Background: an optimization exercise with open tools, aiming at a short achievable clock period and few clock cycles per item. Do not read the settings as production practice.
The RTL was checked by simulation tests, not by an equivalence proof against the original design.
No activity file was given, so power comes from the tool's default toggle rates.

## delta
Design rv_pipeline, start of the top module:
module rv_pipeline (
    input  logic                clk,
    input  logic                i_arst_n,
    input  logic [32-1:0] i_imem_data,
    input  logic                i_imem_resp,
    input  logic [32-1:0] i_dmem_rdata,
    input  logic                i_dmem_resp,
    output logic [32-1:0] o_imem_addr,
    output logic                o_imem_rd,
    output logic [32-1:0] o_dmem_addr,
    output logic [32-1:0] o_dmem_wdata,
    output logic                o_dmem_rd,
    output logic                o_dmem_wr
);
Size: roughly 16000 cells after synthesis, roughly 4100 flip-flops, roughly 170 I/O pins, roughly 190000 um^2 of cells after synthesis.
Settings: LEC_CHECK=0, ABC_CLOCK_PERIOD_IN_PS=3500, CAP_MARGIN=20, CORE_MARGIN=2, CORE_UTILIZATION=35, GPL_TIMING_DRIVEN=1, PLACE_DENSITY=0.5, SETUP_SLACK_MARGIN=3.5, SLEW_MARGIN=20; clock period 7.5 ns.
run.sh (not shown) runs the stock make flow with config.mk's settings and CLKGATE_MAP_FILE= SYNTH_SCRIPT=/design/flow/synth_recipe.tcl, a recipe that flattens the netlist after the stock synthesis.
delta: full flow OK, the timing, design-rule and antenna checks passed
Testbench counts of delta, summed over its fixed seeds: cycles 40,998, instrs 35,698.
Setup changes, delta to lagoon
--- a/flow/design.v
+++ b/flow/design.v
@@ -270,18 +270,19 @@
     localparam int MD   = 4;      
     localparam int MW   = 2;
     localparam int NB   = 32;     
     localparam int BW   = 5;
     localparam int TAGW = 10;     
     logic        redirect;
     logic [31:0] pc_next;
-    logic        red_q, red_tk_q;             
+    logic        os_pc, os_t, os_n;           
     logic [31:0] red_tgt_q, red_pc4_q;
-    logic        redf_n, redf_tk_n;           
+    logic        fsn_pc, fsn_t, fsn_n;        
     logic [31:0] redf_tgt_n, redf_pc4_n;
+    logic [31:0] redf_tgt4_n, redf_pc8_n;     
     logic        stall;
     logic        mq_st   [MD];
     logic [4:0]  mq_rd   [MD];
     logic [MD-1:0] mq_v;
     logic        id_bt, hd_fix;
     logic [31:0] d_imm, d_tgt;
     logic [31:0]     pc_q;            
@@ -297,30 +298,34 @@
     logic [4:0]      btb_lc  [NB];    
     logic [4:0]      btb_tr  [NB];    
     logic [BW-1:0]   f_idx;
     logic            f_hit, f_known, f_tag;
     logic [31:0]     f_next;
     assign f_idx  = pcf_q[BW+1:2];
     assign f_tag   = (btb_tag[f_idx] == pcf_q[BW+2 +: TAGW]);
-    assign f_hit   = btb_pt[f_idx] && f_tag && redf_n;
-    assign f_known = (btb_ctr[f_idx] != 2'd0) && f_tag && redf_n;
+    assign f_hit   = btb_pt[f_idx] && f_tag && !fsn_pc;
+    assign f_known = (btb_ctr[f_idx] != 2'd0) && f_tag && !fsn_pc;
     logic [31:0] fa;
-    assign fa = !redf_n ? (!redf_tk_n ? ~redf_tgt_n : ~redf_pc4_n) : pcf_q;
-    logic [31:0] f_seq;
-    rv_add32 u_fseq (.i_a(fa), .i_b(32'd4), .i_cin(1'b0), .o_sum(f_seq));
+    assign fa = ({32{!fsn_pc}} & pcf_q) | ({32{!fsn_t}} & ~redf_tgt_n)
+              | ({32{!fsn_n}} & ~redf_pc4_n);
+    logic [31:0] f_seq, f_inc;
+    rv_add32 u_fseq (.i_a(pcf_q), .i_b(32'd4), .i_cin(1'b0), .o_sum(f_inc));
+    assign f_seq = ({32{!fsn_pc}} & f_inc) | ({32{!fsn_t}} & ~redf_tgt4_n)
+                 | ({32{!fsn_n}} & ~redf_pc8_n);
     assign f_next = f_hit ? {btb_tgt[f_idx], 2'b00} : f_seq;
     logic [31:0] fq_instr [QD];
     logic [31:0] fq_pc    [QD];
     logic        fq_pred  [QD];
     logic        fq_known [QD];
     logic [31:2] fq_ptgt  [QD];
     logic [QW:0] fq_cnt;
     logic        fq_push, fq_pop;
     assign fq_push = i_imem_resp && (fq_cnt != (QW+1)'(QD));
-    assign o_imem_addr = red_q ? (red_tk_q ? red_tgt_q : red_pc4_q) : pc_q;
+    assign o_imem_addr = ({32{os_pc}} & pc_q) | ({32{os_t}} & red_tgt_q)
+                       | ({32{os_n}} & red_pc4_q);
     assign o_imem_rd   = 1'b1;
     logic [31:0] pc_norm;
     assign pc_norm = id_bt ? d_tgt : fq_push ? f_next : fa;
     always_ff @(posedge clk or negedge i_arst_n) begin
         if (!i_arst_n) begin
             pc_q   <= 32'h0000_0000;
             pcf_n  <= ~32'h0000_0000;
@@ -642,31 +647,42 @@
                  | (ex_bltu & b_ltu) | (ex_bgeu & !b_ltu);
     logic        ex_live, red_t, red_n;
     assign ex_live  = ex_valid && !ex_fixed;
     assign tgt_ok   = ex_pred && (ex_ptgt == ex_tgt[31:2]);
     assign red_t    = ex_live && !tgt_ok;
     assign red_n    = ex_live && ex_pred;
     assign redirect = taken ? red_t : red_n;
+    logic [31:0] ex_tgt4, ex_pc8;
+    rv_add32 u_tgt4 (.i_a(ex_tgt), .i_b(32'd4), .i_cin(1'b0), .o_sum(ex_tgt4));
+    rv_add32 u_pc8  (.i_a(ex_pc4), .i_b(32'd4), .i_cin(1'b0), .o_sum(ex_pc8));
     assign pc_next  = pc_norm;
     always_ff @(posedge clk or negedge i_arst_n) begin
         if (!i_arst_n) begin
-            red_q  <= 1'b0;
-            redf_n <= 1'b1;
+            os_pc  <= 1'b1;
+            os_t   <= 1'b0;
+            os_n   <= 1'b0;
+            fsn_pc <= 1'b0;
+            fsn_t  <= 1'b1;
+            fsn_n  <= 1'b1;
         end else begin
-            red_q  <= redirect;
-            redf_n <= !redirect;
+            os_pc  <= !redirect;
+            os_t   <= redirect && taken;
+            os_n   <= redirect && !taken;
+            fsn_pc <= redirect;
+            fsn_t  <= !(redirect && taken);
+            fsn_n  <= !(redirect && !taken);
         end
     end
     always_ff @(posedge clk) begin
-        red_tk_q   <= taken;
-        red_tgt_q  <= ex_tgt;
-        red_pc4_q  <= ex_pc4;
-        redf_tk_n  <= !taken;
-        redf_tgt_n <= ~ex_tgt;
-        redf_pc4_n <= ~ex_pc4;
+        red_tgt_q   <= ex_tgt;
+        red_pc4_q   <= ex_pc4;
+        redf_tgt_n  <= ~ex_tgt;
+        redf_pc4_n  <= ~ex_pc4;
+        redf_tgt4_n <= ~ex_tgt4;
+        redf_pc8_n  <= ~ex_pc8;
     end
     logic            bu_v, bu_taken, bu_bwd;
     logic [BW-1:0]   bu_idx;
     logic [TAGW-1:0] bu_tag;
     logic [31:2]     bu_tgt;
     logic            bu_hit;
     always_ff @(posedge clk or negedge i_arst_n) begin
==> run notes <==
When lagoon is measured against delta, its worst hold slack turns out 0.0072 ns higher.
In lagoon, the die extent in x came out 0.52% above the value in delta.
Leakage power figure sits lower in lagoon than in delta.
Comparing final critical delay including setup and external delays for delta and lagoon, the smaller number came from delta.
Between delta and lagoon, wire length of the first global-routing pass increased.
lagoon: first-pass iteration count of the detailed router is 1 higher than what delta reported.
Testbench counts of lagoon, summed over its fixed seeds: cycles 40,998, instrs 35,698.

-- separate check: timing with driven ports --
How much do the figures lean on ideal ports? The routed layouts below were timed once more, with nothing changed but the port constraints. Step 1, drivers: a clkbuf_16 drives clk and a buf_2 each remaining input, both assumed. Step 2 also shifts input and output timing later by t, the mid clock arrival at the registers, as if the neighbouring blocks saw the same clock. Slacks: no drivers / after step 1 / after step 2; pairs: no drivers / after step 1.
run	shift t [ns]	setup slack, ns	worst hold slack (ns)	worst setup path after step 2	latest minus earliest clock arrival (ns)
delta	1.174	3.225 / 3.207 / 2.528	0.366 / 0.366 / 0.366	input to register	0.084 / 0.084
lagoon	1.195	3.158 / 3.040 / 2.354	0.373 / 0.373 / 0.373	input to register	0.071 / 0.071
After both steps every run listed still meets setup and hold. The setup slack of lagoon, which loses most, moves by -0.118 ns with the drivers and by -0.804 ns with both steps.
